Background: an optimization exercise with open tools, aiming at small area. Do not read the settings as production practice.
In this exercise RTL edits were held to simulation tests only and were not proved equivalent to the original.
Power and IR drop assume default switching activity.

## the reference run
## lcd_ctrl_top
module lcd_ctrl_top #(
    parameter int unsigned T_POWER      = 750000,   
    parameter int unsigned T_WAKE1      = 205000,
    parameter int unsigned T_WAKE2      = 500,
    parameter int unsigned T_CMD        = 2000,     
    parameter int unsigned T_CLEAR      = 82000,    
    parameter int unsigned T_E_PULSE    = 12,
    parameter int unsigned T_NIBBLE_GAP = 50
) (
    input  logic       clk,
    input  logic       rst,
    input  logic       wb_cyc,
    input  logic       wb_stb,
    input  logic       wb_we,
    input  logic [5:0] wb_adr,
    input  logic [7:0] wb_dat_w,
    output logic [7:0] wb_dat_r,
    output logic       wb_ack,
    output logic       lcd_e,
    output logic       lcd_rs,
    output logic [3:0] lcd_data
);
For scale: roughly 300 flip-flops.
==> module lcd_rd_sel, before the edit <==
module lcd_rd_sel (
    input  logic [31:0]  sel,
    input  logic [255:0] buf_q,
    output logic [7:0]   q
);
    logic [10:0] grp_n [8];   
    for (genvar b = 0; b < 8; b++) begin : g_bit
        for (genvar g = 0; g < 11; g++) begin : g_grp
            localparam int I0 = 3 * g;
            localparam int N  = (g == 10) ? 2 : 3;
            logic [2:0] s3, d3;
            for (genvar k = 0; k < 3; k++) begin : g_k
                if (k < N) begin : g_on
                    assign s3[k] = sel[I0 + k];
                    assign d3[k] = buf_q[8 * (I0 + k) + b];
                end else begin : g_off
                    assign s3[k] = 1'b0;
                    assign d3[k] = 1'b0;
                end
            end
            lcd_sel3 u_sel3 (.s(s3), .d(d3), .y_n(grp_n[b][g]));
        end
        assign q[b] = ~&grp_n[b];
    end
endmodule
export LEC_CHECK = 0
export CAP_MARGIN = 20
export CORE_MARGIN = 2
export CORE_UTILIZATION = 75
export SLEW_MARGIN = 20
export SYNTH_HIERARCHICAL = 1
export SYNTH_MINIMUM_KEEP_SIZE = 0
create_clock -name core_clock -period 20.0 [get_ports {clk}]
standard.sh (not shown) runs the stock make flow with config.mk's settings and CLKGATE_MAP_FILE= SYNTH_SCRIPT=/design/flow/synth_recipe.tcl, a recipe that flattens the netlist after the stock synthesis.
==> flow/flow/run.sh <==
#!/bin/bash
# Layout flow: the standard flow (standard.sh) with two changes made
# through ORFS's own knobs:
#  - clock tree synthesis without dummy loads, with larger sink clusters
#  - port buffers use the smallest buffer cell
set -e
cp standard.sh standard_sh.log
export CTS_ARGS="-sink_clustering_enable -repair_clock_nets -dont_use_dummy_load -sink_clustering_size 16 -sink_clustering_max_diameter 60 -buf_list sky130_fd_sc_hd__clkbuf_8"
export BUFFER_PORTS_ARGS="-buffer_cell sky130_fd_sc_hd__buf_1"
bash standard.sh > standard.log 2>&1
The reference run went all the way through the flow, and no timing, DRC or antenna check failed.
Inputs modified between the reference run and the trial run:
diff --git a/flow/design.v b/flow/design.v
--- a/flow/design.v
+++ b/flow/design.v
@@ -209,27 +209,31 @@
 );
     logic [10:0] grp_n [8];   
     for (genvar b = 0; b < 8; b++) begin : g_bit
-        for (genvar g = 0; g < 11; g++) begin : g_grp
-            localparam int I0 = 3 * g;
-            localparam int N  = (g == 10) ? 2 : 3;
-            logic [2:0] s3, d3;
-            for (genvar k = 0; k < 3; k++) begin : g_k
-                if (k < N) begin : g_on
-                    assign s3[k] = sel[I0 + k];
-                    assign d3[k] = buf_q[8 * (I0 + k) + b];
-                end else begin : g_off
-                    assign s3[k] = 1'b0;
-                    assign d3[k] = 1'b0;
-                end
-            end
-            lcd_sel3 u_sel3 (.s(s3), .d(d3), .y_n(grp_n[b][g]));
-        end
+        for (genvar g = 0; g < 10; g++) begin : g_grp
+            lcd_sel3 u_sel3 (
+                .s  (sel[3*g +: 3]),
+                .d  ({buf_q[8*(3*g+2) + b], buf_q[8*(3*g+1) + b], buf_q[8*(3*g) + b]}),
+                .y_n(grp_n[b][g])
+            );
+        end
+        lcd_sel2 u_sel2 (
+            .s  (sel[31:30]),
+            .d  ({buf_q[8*31 + b], buf_q[8*30 + b]}),
+            .y_n(grp_n[b][10])
+        );
         assign q[b] = ~&grp_n[b];
     end
 endmodule
 module lcd_sel3 (
     input  logic [2:0] s,
     input  logic [2:0] d,
+    output logic       y_n
+);
+    assign y_n = ~|(s & d);
+endmodule
+module lcd_sel2 (
+    input  logic [1:0] s,
+    input  logic [1:0] d,
     output logic       y_n
 );
     assign y_n = ~|(s & d);
Findings:
Looking at highest routing layer actually used, the met5 result is from the trial run; the met4 one comes from the reference run. Placed instance area: the reference run and the trial run compared, lower one is the trial run. Minimum clock period after layout | the trial run above the reference run. When the trial run is set beside the reference run, its worst setup margin turns out to be 0.11 ns smaller. The trial run — worst clock skew 0.016 ns lower, the reference run as reference. Compared with the reference run, the trial run shows a power drawn by the clock network that is about 1% lower. The final reports for the trial run and the reference run show met2 usage lower in the former. Of the reference run and the trial run, the reference run shows the lower global placement routability congestion, with the trial run above it. Compare the reference run and the trial run | power lower: the trial run.

[afterwards: timing with drivers on the ports]
The flow's constraints put no driver on any port. The routed layouts listed below were extracted and timed again, unchanged, in two steps. Step 1 (the two cells are an assumption about what drives the block):
set clk [get_ports {clk}]
set_driving_cell -lib_cell sky130_fd_sc_hd__clkbuf_16 $clk
set_driving_cell -lib_cell sky130_fd_sc_hd__buf_2 [delete_from_list [all_inputs] $clk]
Step 2 also shifts input and output timing later by t, the mid clock arrival at the registers, as if the neighbouring blocks saw the same clock. a / b / c = no drivers / after step 1 / after step 2; a / b = the first two.
run	t (ns)	setup slack, ns	worst data-port slew with drivers (ns)
the reference run	0.590	9.050 / 8.993 / 8.993	0.06
the trial run	0.573	8.944 / 8.919 / 8.919	0.04
After both steps every run listed still meets setup and hold. The setup slack of the reference run, which loses most, moves by -0.057 ns with the drivers and by -0.057 ns with both steps.
